Background: an optimization exercise with open tools, aiming at small area, a short achievable clock period and few clock cycles per item. Do not read the settings as production practice. Only simulation tests tie the RTL to the original design; equivalence was not proved. Power and IR drop assume default switching activity.

==> flow/design.v <==
package alu_pkg;
  localparam int OP_BITS = 12;
  localparam int OP_ADD = 0;
  localparam int OP_SUB = 1;
  localparam int OP_MUL = 2;
  localparam int OP_DIV = 3;
  localparam int OP_SHR = 4;
  localparam int OP_SHL = 5;
  localparam int OP_ROR = 6;
  localparam int OP_ROL = 7;
  localparam int OP_AND = 8;
  localparam int OP_OR  = 9;
  localparam int OP_NEG = 10;
  localparam int OP_NOT = 11;
  function automatic logic onehot_ok(input logic [OP_BITS-1:0] c);
    onehot_ok = (c != '0) && ((c & (c - 12'd1)) == '0);
  endfunction
endpackage
module bit_len31 (
  input  logic [30:0] y,
  output logic [5:0]  len
);
  always_comb begin
    len = 6'd0;
    for (int i = 0; i < 31; i++)
      if (y[i]) len = 6'(i + 1);
  end
endmodule
module multicycle_alu #(
  parameter int WIDTH         = 32,
  parameter bit SIGNED_MULDIV = 1'b1
) (
  input  logic               clk,
  input  logic               clr,
  input  logic               start,
  input  logic [alu_pkg::OP_BITS-1:0] CONTROL,
  input  logic [WIDTH-1:0]   A,
  input  logic [WIDTH-1:0]   B,
  output logic [WIDTH-1:0]   ZLO,
  output logic [WIDTH-1:0]   ZHI,
  output logic               busy,
  output logic               done,
  output logic               div_by_zero,
  output logic               illegal_op
);
  localparam logic [2:0] S_IDLE  = 3'd0;
  localparam logic [2:0] S_MUL   = 3'd1;
  localparam logic [2:0] S_DABS  = 3'd2;
  localparam logic [2:0] S_DNORM = 3'd3;
  localparam logic [2:0] S_DIV   = 3'd4;
  localparam logic [2:0] S_FIX   = 3'd5;
  logic [2:0]  state;
  logic [31:0] a_q, b_q;
  logic [11:0] op_q;
  logic        legal_q;
  logic        pend;
  logic [5:0]  cnt;
  logic        p_q;
  logic        first_q;
  logic        nq, nr;
  logic [5:0]  la_q, lb_q;
  logic        acc;
  logic        legal_in;
  logic        mul_in, div_in;
  logic        neg_amt;
  logic [5:0]  la_in, lb_in;
  assign acc = start && !busy;
  always_comb begin
    legal_in = alu_pkg::onehot_ok(CONTROL);
    mul_in   = legal_in && CONTROL[alu_pkg::OP_MUL];
    div_in   = legal_in && CONTROL[alu_pkg::OP_DIV] && (B != '0);
    neg_amt  = CONTROL[alu_pkg::OP_ROL] || CONTROL[alu_pkg::OP_SHL];
  end
  logic [5:0] lena, lenb;
  bit_len31 u_lena (.y(A[30:0] ^ {31{A[31]}}), .len(lena));
  bit_len31 u_lenb (.y(B[30:0] ^ {31{B[31]}}), .len(lenb));
  assign la_in = lena + {5'd0, A[31]};
  assign lb_in = lenb;
  logic [6:0] k_raw;
  logic [5:0] k;
  logic       fix_need;
  always_comb begin
    k_raw = {1'b0, la_q} + 7'd1 - {1'b0, lb_q};
    if (k_raw[6])             k = 6'd0;
    else if (k_raw[5:0] > 32) k = 6'd32;
    else                      k = k_raw[5:0];
    fix_need = nq || nr;
  end
  logic [4:0]  rot_amt;
  logic [5:0]  thr;
  logic [31:0] rot, tmask;
  logic        is_shl;
  always_comb begin
    is_shl  = op_q[alu_pkg::OP_SHL];
    if (state == S_DNORM) begin
      rot_amt = k[4:0];
      thr     = k;
    end else begin
      rot_amt = b_q[4:0];
      thr     = (is_shl && b_q[4:0] == 5'd0) ? 6'd32 : {1'b0, b_q[4:0]};
    end
    rot = a_q;
    if (rot_amt[0]) rot = {rot[0],    rot[31:1]};
    if (rot_amt[1]) rot = {rot[1:0],  rot[31:2]};
    if (rot_amt[2]) rot = {rot[3:0],  rot[31:4]};
    if (rot_amt[3]) rot = {rot[7:0],  rot[31:8]};
    if (rot_amt[4]) rot = {rot[15:0], rot[31:16]};
    for (int j = 0; j < 32; j++) tmask[j] = (thr <= 6'(31 - j));
  end
  logic        m_zx, m_inv, m_ya, m_yz;
  logic [31:0] m_sum;
  always_comb begin
    m_zx  = 1'b0;
    m_inv = 1'b0;
    m_ya  = 1'b0;
    m_yz  = 1'b0;
    if (state == S_FIX) begin
      m_zx = 1'b1; m_inv = 1'b1; m_yz = 1'b1;
    end else if (state == S_DABS || op_q[alu_pkg::OP_NEG]) begin
      m_zx = 1'b1; m_inv = 1'b1; m_ya = 1'b1;
    end else if (op_q[alu_pkg::OP_SUB]) begin
      m_inv = 1'b1;
    end
    m_sum = (a_q & {32{!m_zx}}) +
            ((m_yz ? ZLO : (m_ya ? a_q : b_q)) ^ {32{m_inv}}) +
            {31'd0, m_inv};
  end
  logic        big;
  logic [31:0] one_res;
  always_comb begin
    big = |b_q[31:5];
    one_res = m_sum;
    if (op_q[alu_pkg::OP_NOT])      one_res = ~a_q;
    else if (op_q[alu_pkg::OP_AND]) one_res = a_q & b_q;
    else if (op_q[alu_pkg::OP_OR])  one_res = a_q | b_q;
    else if (op_q[alu_pkg::OP_SHR]) one_res = big ? '0 : (rot & tmask);
    else if (op_q[alu_pkg::OP_SHL]) one_res = big ? '0 : (rot & ~tmask);
    else if (op_q[alu_pkg::OP_ROR] || op_q[alu_pkg::OP_ROL]) one_res = rot;
  end
  logic        e_one, e_two, e_neg, e_cin;
  logic [33:0] e_x, e_y, e_sum, bext;
  logic [31:0] hi_sh;
  logic        ok;
  always_comb begin
    bext  = {{2{b_q[31]}}, b_q};
    hi_sh = {ZHI[30:0], ZLO[31]};
    e_one = 1'b0; e_two = 1'b0; e_neg = 1'b0; e_cin = 1'b0;
    e_x   = '0;
    case (state)
      S_MUL: begin
        e_one = a_q[0] ^ p_q;
        e_two = (a_q[1] & !a_q[0] & !p_q) | (!a_q[1] & a_q[0] & p_q);
        e_neg = a_q[1];
        e_cin = e_neg;
        e_x   = first_q ? '0 : {{2{ZHI[31]}}, ZHI};
      end
      S_DIV: begin
        e_one = 1'b1;
        e_neg = !b_q[31];
        e_cin = e_neg;
        e_x   = {2'b00, hi_sh};
      end
      default: begin
        e_cin = 1'b1;
        e_x   = ~{2'b00, ZHI};
      end
    endcase
    e_y   = (e_one ? bext : (e_two ? {bext[32:0], 1'b0} : '0)) ^ {34{e_neg}};
    e_sum = e_x + e_y + {33'd0, e_cin};
    ok    = !e_sum[33];
  end
  always_ff @(posedge clk) begin
    if (clr) begin
      state       <= S_IDLE;
      pend        <= 1'b0;
      busy        <= 1'b0;
      done        <= 1'b0;
      ZLO         <= '0;
      ZHI         <= '0;
      div_by_zero <= 1'b0;
      illegal_op  <= 1'b0;
    end else begin
      done <= 1'b0;
      if (pend) begin
        done <= 1'b1;
        if (!legal_q) begin
          illegal_op  <= 1'b1;
          div_by_zero <= 1'b0;
        end else if (op_q[alu_pkg::OP_DIV]) begin
          ZLO         <= '1;
          ZHI         <= a_q;
          div_by_zero <= 1'b1;
          illegal_op  <= 1'b0;
        end else begin
          ZLO         <= one_res;
          ZHI         <= '0;
          div_by_zero <= 1'b0;
          illegal_op  <= 1'b0;
        end
      end
      case (state)
        S_MUL: begin
          ZHI     <= e_sum[33:2];
          ZLO     <= {e_sum[1:0], ZLO[31:2]};
          a_q     <= {2'b00, a_q[31:2]};
          p_q     <= a_q[1];
          first_q <= 1'b0;
          cnt     <= cnt + 6'd1;
          if (cnt == 6'd14) busy <= 1'b0;
          if (cnt == 6'd15) begin
            state       <= S_IDLE;
            done        <= 1'b1;
            div_by_zero <= 1'b0;
            illegal_op  <= 1'b0;
          end
        end
        S_DABS: begin
          a_q   <= m_sum;
          state <= S_DNORM;
        end
        S_DNORM: begin
          ZHI <= rot & tmask;
          ZLO <= rot & ~tmask;
          cnt <= k;
          if (k == 6'd0) begin
            if (fix_need) begin
              state <= S_FIX;
              busy  <= 1'b0;
            end else begin
              state       <= S_IDLE;
              busy        <= 1'b0;
              done        <= 1'b1;
              div_by_zero <= 1'b0;
              illegal_op  <= 1'b0;
            end
          end else begin
            state <= S_DIV;
            if (k == 6'd1 && !fix_need) busy <= 1'b0;
          end
        end
        S_DIV: begin
          ZHI <= ok ? e_sum[31:0] : hi_sh;
          ZLO <= {ZLO[30:0], ok};
          cnt <= cnt - 6'd1;
          if (cnt == 6'd2 && !fix_need) busy <= 1'b0;
          if (cnt == 6'd1) begin
            if (fix_need) begin
              state <= S_FIX;
              busy  <= 1'b0;
            end else begin
              state       <= S_IDLE;
              done        <= 1'b1;
              div_by_zero <= 1'b0;
              illegal_op  <= 1'b0;
            end
          end
        end
        S_FIX: begin
          if (nq) ZLO <= m_sum;
          if (nr) ZHI <= e_sum[31:0];
          state       <= S_IDLE;
          done        <= 1'b1;
          div_by_zero <= 1'b0;
          illegal_op  <= 1'b0;
        end
        default: ;
      endcase
      pend <= 1'b0;
      if (acc) begin
        a_q     <= A;
        b_q     <= {B[31:5], neg_amt ? 5'd0 - B[4:0] : B[4:0]};
        op_q    <= CONTROL;
        legal_q <= legal_in;
        la_q    <= la_in;
        lb_q    <= lb_in;
        nq      <= A[31] ^ B[31];
        nr      <= A[31];
        p_q     <= 1'b0;
        first_q <= 1'b1;
        cnt     <= '0;
        if (mul_in) begin
          state <= S_MUL;
          busy  <= 1'b1;
        end else if (div_in) begin
          state <= A[31] ? S_DABS : S_DNORM;
          busy  <= 1'b1;
        end else begin
          pend  <= 1'b1;
        end
      end
    end
  end
endmodule
==> flow/run.sh <==
#!/bin/bash
# synth_recipe.tcl (not shown) runs the flow's synth.tcl, then flattens the netlist and writes it again
# the make line also repeats each setting of config.mk as NAME=value (left out here)
make -C /OpenROAD-flow-scripts/flow DESIGN_CONFIG=/design/flow/config.mk WORK_HOME=/design/flow/orfs CLKGATE_MAP_FILE= SYNTH_SCRIPT=/design/flow/synth_recipe.tcl finish
==> flow/config.mk <==
export PLATFORM = sky130hd
export DESIGN_NAME = multicycle_alu
export DESIGN_NICKNAME = multicycle_alu
export VERILOG_FILES = /design/flow/design.v
export SDC_FILE = /design/flow/constraint.sdc
export NUM_CORES = 4
export LEC_CHECK = 0
export CAP_MARGIN = 20
export CORE_MARGIN = 2
export CORE_UTILIZATION = 40
export SLEW_MARGIN = 20
==> flow/constraint.sdc <==
create_clock -name core_clock -period 5.5 [get_ports {clk}]
set_input_delay 1.1000 -clock core_clock [delete_from_list [all_inputs] [get_ports {clk}]]
set_output_delay 1.1000 -clock core_clock [all_outputs]
set_load 0.01 [all_outputs]
==> summary.txt <==
status=timing/DRC/antenna clean; sequential fraction of the synthesis area=18.45%; Syn Nets=3,547; synth unique cells=99; Synth area leaders=edfxtp_1 12%, a21oi_1 7.8%, o21ai_0 6.9%; Starting DRT DRC Count=4,965; Post-synth EDFFs=96; CTS sink cnt=168; Finish-stage setup viols=0; most frequent cells in the layout=369 x nand2_1, 366 x a21oi_1, 328 x nor2_1, 323 x o21ai_0, 234 x buf_4; pin count of the biggest net entering global routing=56; final period utilization=96.51%; Global Route Usage Sum=46.65%; Reg clk slew, reported paths=80 ps; # rows=88; Die W=246.1 µm; drt total wl=145,000 µm; Routed WL per cell=33.96 µm; CTS HTree Levels=4; RSZ-0062 raised after global routing=false; CP Launch Type=flop; Pleak=0.01010 µW; Synth top area share=12.30%; share of flip-flops with an asynchronous set or reset=0%; IO Count=147; TNS Setup=0 ps; Synth area leader=edfxtp_1; Detailed Place HPWL=107,700 µm; R2R Setup Slk=190 ps; Arr. time, crit path=5740 ps; Antenna Nets Post-Route=0; FILL cells=5,958; fraction of layout cells with a size suffix above 1=11.42%; 1st-pass router iterations=9; setup ws final=192.1 ps; initial core utilization=40.54%; Syn-to-layout area delta=16.37%; Critical path origin=la_q[1]$_DFFE_PP_; DRC viols=0; leading cell type in the layout, fill and taps excluded=nand2_1; vias in the first global route=27,570; RR Startpoint=la_q[1]$_DFFE_PP_; gp weighted congestion=1.119; initial antenna violation count=4; Final Hold Viols=0; prevailing post-synth register cell=edfxtp_1; Syn Std Cell Area=0.02343 mm²; hold path cells=1; HP Class=flop to flop; grt total ovfl=0; final net count=3,652; Cells after Synth=3,385; Hold Startpoint=illegal_op$_SDFF_PP0_; Ys Warns=2; Core ar.=0.05781 mm²; pwr/cell area=182.2 mW/mm²; crit end category=flop; Critical Path RT=5930 ps; Max Cap Viol=0; reg2reg path depth=18; Die Height=246.1 µm; CTS tree=done; crit-path max FO=27; syn_area_per_cell=6.923 µm²; IO Port Bufs=146; Crit Path Category=flop to flop; worst-skew pair later-pin latency=520 ps; fmax=188.4 MHz; Post-Place Setup Slack=165.2 ps; first-pass GRT wire length=202,900 µm; routed vias=30,350; Worst Tran Pin Value=1146 ps; Worst Clk Skew=17.73 ps; Max Root-Sink Buffers=2; hold buffers post-CTS=0; Slew HR=23.59%; root buffer cell=clkbuf_16; RR Endpoint=ZHI[6]$_SDFF_PP0_; Slew Viols, Final=0; #FFs+latches synth=168; Vias/cell=7.107; Worst Hold Endpoint=illegal_op$_SDFF_PP0_; die area=0.06054 mm²; crit path time final=5308 ps; Worst VDD drop=0.0002527 V; clock buffer count from CTS=17; Hold Slack=541.1 ps
## state kept, by name, summed over array words and instances, names as in the netlist, 3 cells and up
name,cells
ZHI,32
ZLO,32
a_q,32
b_q,32
op_q,10
cnt,6
la_q,6
lb_q,5
state,3
## through the flow
stage          instances  cell area (µm²)  utilization (%)  power [µW]
6_report            4270            27270            47.18        4970
5_1_grt             4268            27270            47.17        5089
4_1_cts             4266            27210            47.07        4858
3_5_place_dp        4234            26610            46.03        3512
3_3_place_gp        4234            26610            46.03        3499
2_1_floorplan       3385            23440                -        2555
## cell families after synthesis
kind of cell | after synthesis | synth area share, %
mux | 60 | 2.835
xor+xnor | 134 | 5.008
compound gates | 1467 | 41.06
buf+inv | 393 | 7.112
fa+ha+maj | 84 | 4.602
simple gates | 1079 | 20.93
flops | 168 | 18.45
## where the power goes
group	internal, µW	switching [µW]	total (µW)
clock	654	716	1370
combinational	727	1340	2070
sequential	1390	145	1530
## how the worst max path moves through the flow
| stage | end | slack, ps | cells past startpoint |
|---|---|---|---|
| global route | ZHI[20]$_SDFF_PP0_ | 10 | 19 |
| detailed placement | ZHI[24]$_SDFF_PP0_ | 170 | 21 |
| global placement | ZHI[24]$_SDFF_PP0_ | 260 | 21 |
| floorplan | ZHI[28]$_SDFF_PP0_ | 260 | 23 |
| CTS | ZHI[24]$_SDFF_PP0_ | 120 | 21 |
| finish | ZHI[6]$_SDFF_PP0_ | 190 | 18 |
## critical path, stage by stage (launching register included)
cell	delay (ps)
edfxtp_1	340
inv_1	50
ha_1	270
inv_1	40
ha_1	230
fa_1	410
and3_1	180
or3_1	470
a21oi_4	260
a21o_2	360
buf_4	360
a2111oi_0	180
nor4_2	530
mux2i_1	190
mux2i_1	560
nand2_1	310
a21oi_1	210
a21oi_1	50
a211oi_1	210
## Yosys cell counts, types with 25 or more instances
| master | number |
|---|---|
| nand2_1 | 370 |
| a211oi_1 | 112 |
| xor2_1 | 65 |
| o21a_1 | 31 |
| ha_1 | 79 |
| inv_1 | 83 |
| nand3_1 | 65 |
| and2_1 | 37 |
| o22ai_1 | 49 |
| buf_2 | 29 |
| nand2b_1 | 31 |
| a221oi_1 | 29 |
| o21ai_0 | 324 |
| nor3_1 | 78 |
| dfxtp_1 | 72 |
| a21oi_1 | 367 |
| clkbuf_1 | 231 |
| nor4_1 | 25 |
| a31oi_1 | 61 |
| a21o_1 | 60 |
| o211ai_1 | 57 |
| mux2i_1 | 44 |
| a22oi_1 | 91 |
| edfxtp_1 | 96 |
| xnor2_1 | 69 |
| and3_1 | 43 |
| nor2_1 | 333 |
| a2111oi_0 | 34 |
## metal layers
layer	vias up	routed length (µm)	global-route usage [%]
met5	-	0	0
met4	0	12600	32.98
met3	551	19000	13.52
met2	2409	57270	65.36
met1	14460	56140	60.83
li1	12920	-	-
## timing repair
item                       in CTS  in global routing
resized for setup               0                  6
setup endpoints to repair       0                  9
setup buffers                   0                  1
## cell type report
cell class / count / area [µm²] / area share (%)
multi-input combinational: 2824 / 17600 / 64.53
antenna: 2 / 5.005 / 0.01835
tap: 765 / 957.2 / 3.510
clock inverter: 14 / 176.4 / 0.6469
sequential: 168 / 4329 / 15.87
clock buffer: 18 / 429.2 / 1.574
timing repair buffer: 392 / 3448 / 12.64
inverter: 87 / 326.6 / 1.197
Testbench counts, summed over its fixed seeds: cycles 53,253, ops 8,000.

-- what the ideal ports hide --
The results above use ideal ports. As a check the final layout listed here was re-extracted and re-timed, cells and wires unchanged. Step 1 assumes that a clkbuf_16 drives the clock port and a buf_2 every other input. Step 2, shift: input delay + t, output delay - t, t = (earliest + latest rising clock arrival at the registers) / 2. This alone moves slack from input paths to output paths. Three values: ideal, step 1, step 2; two values: the first two.
shift t [ns]: 0.577
setup slack, ns: 0.192 / 0.192 / 0.192
worst hold slack (ns): 0.541 / 0.541 / 0.541
worst data-port slew with drivers (ns): 0.05
After both steps setup and hold are still met in this run. The setup slack of this run moves by 0.000 ns with the drivers and by 0.000 ns with both steps.
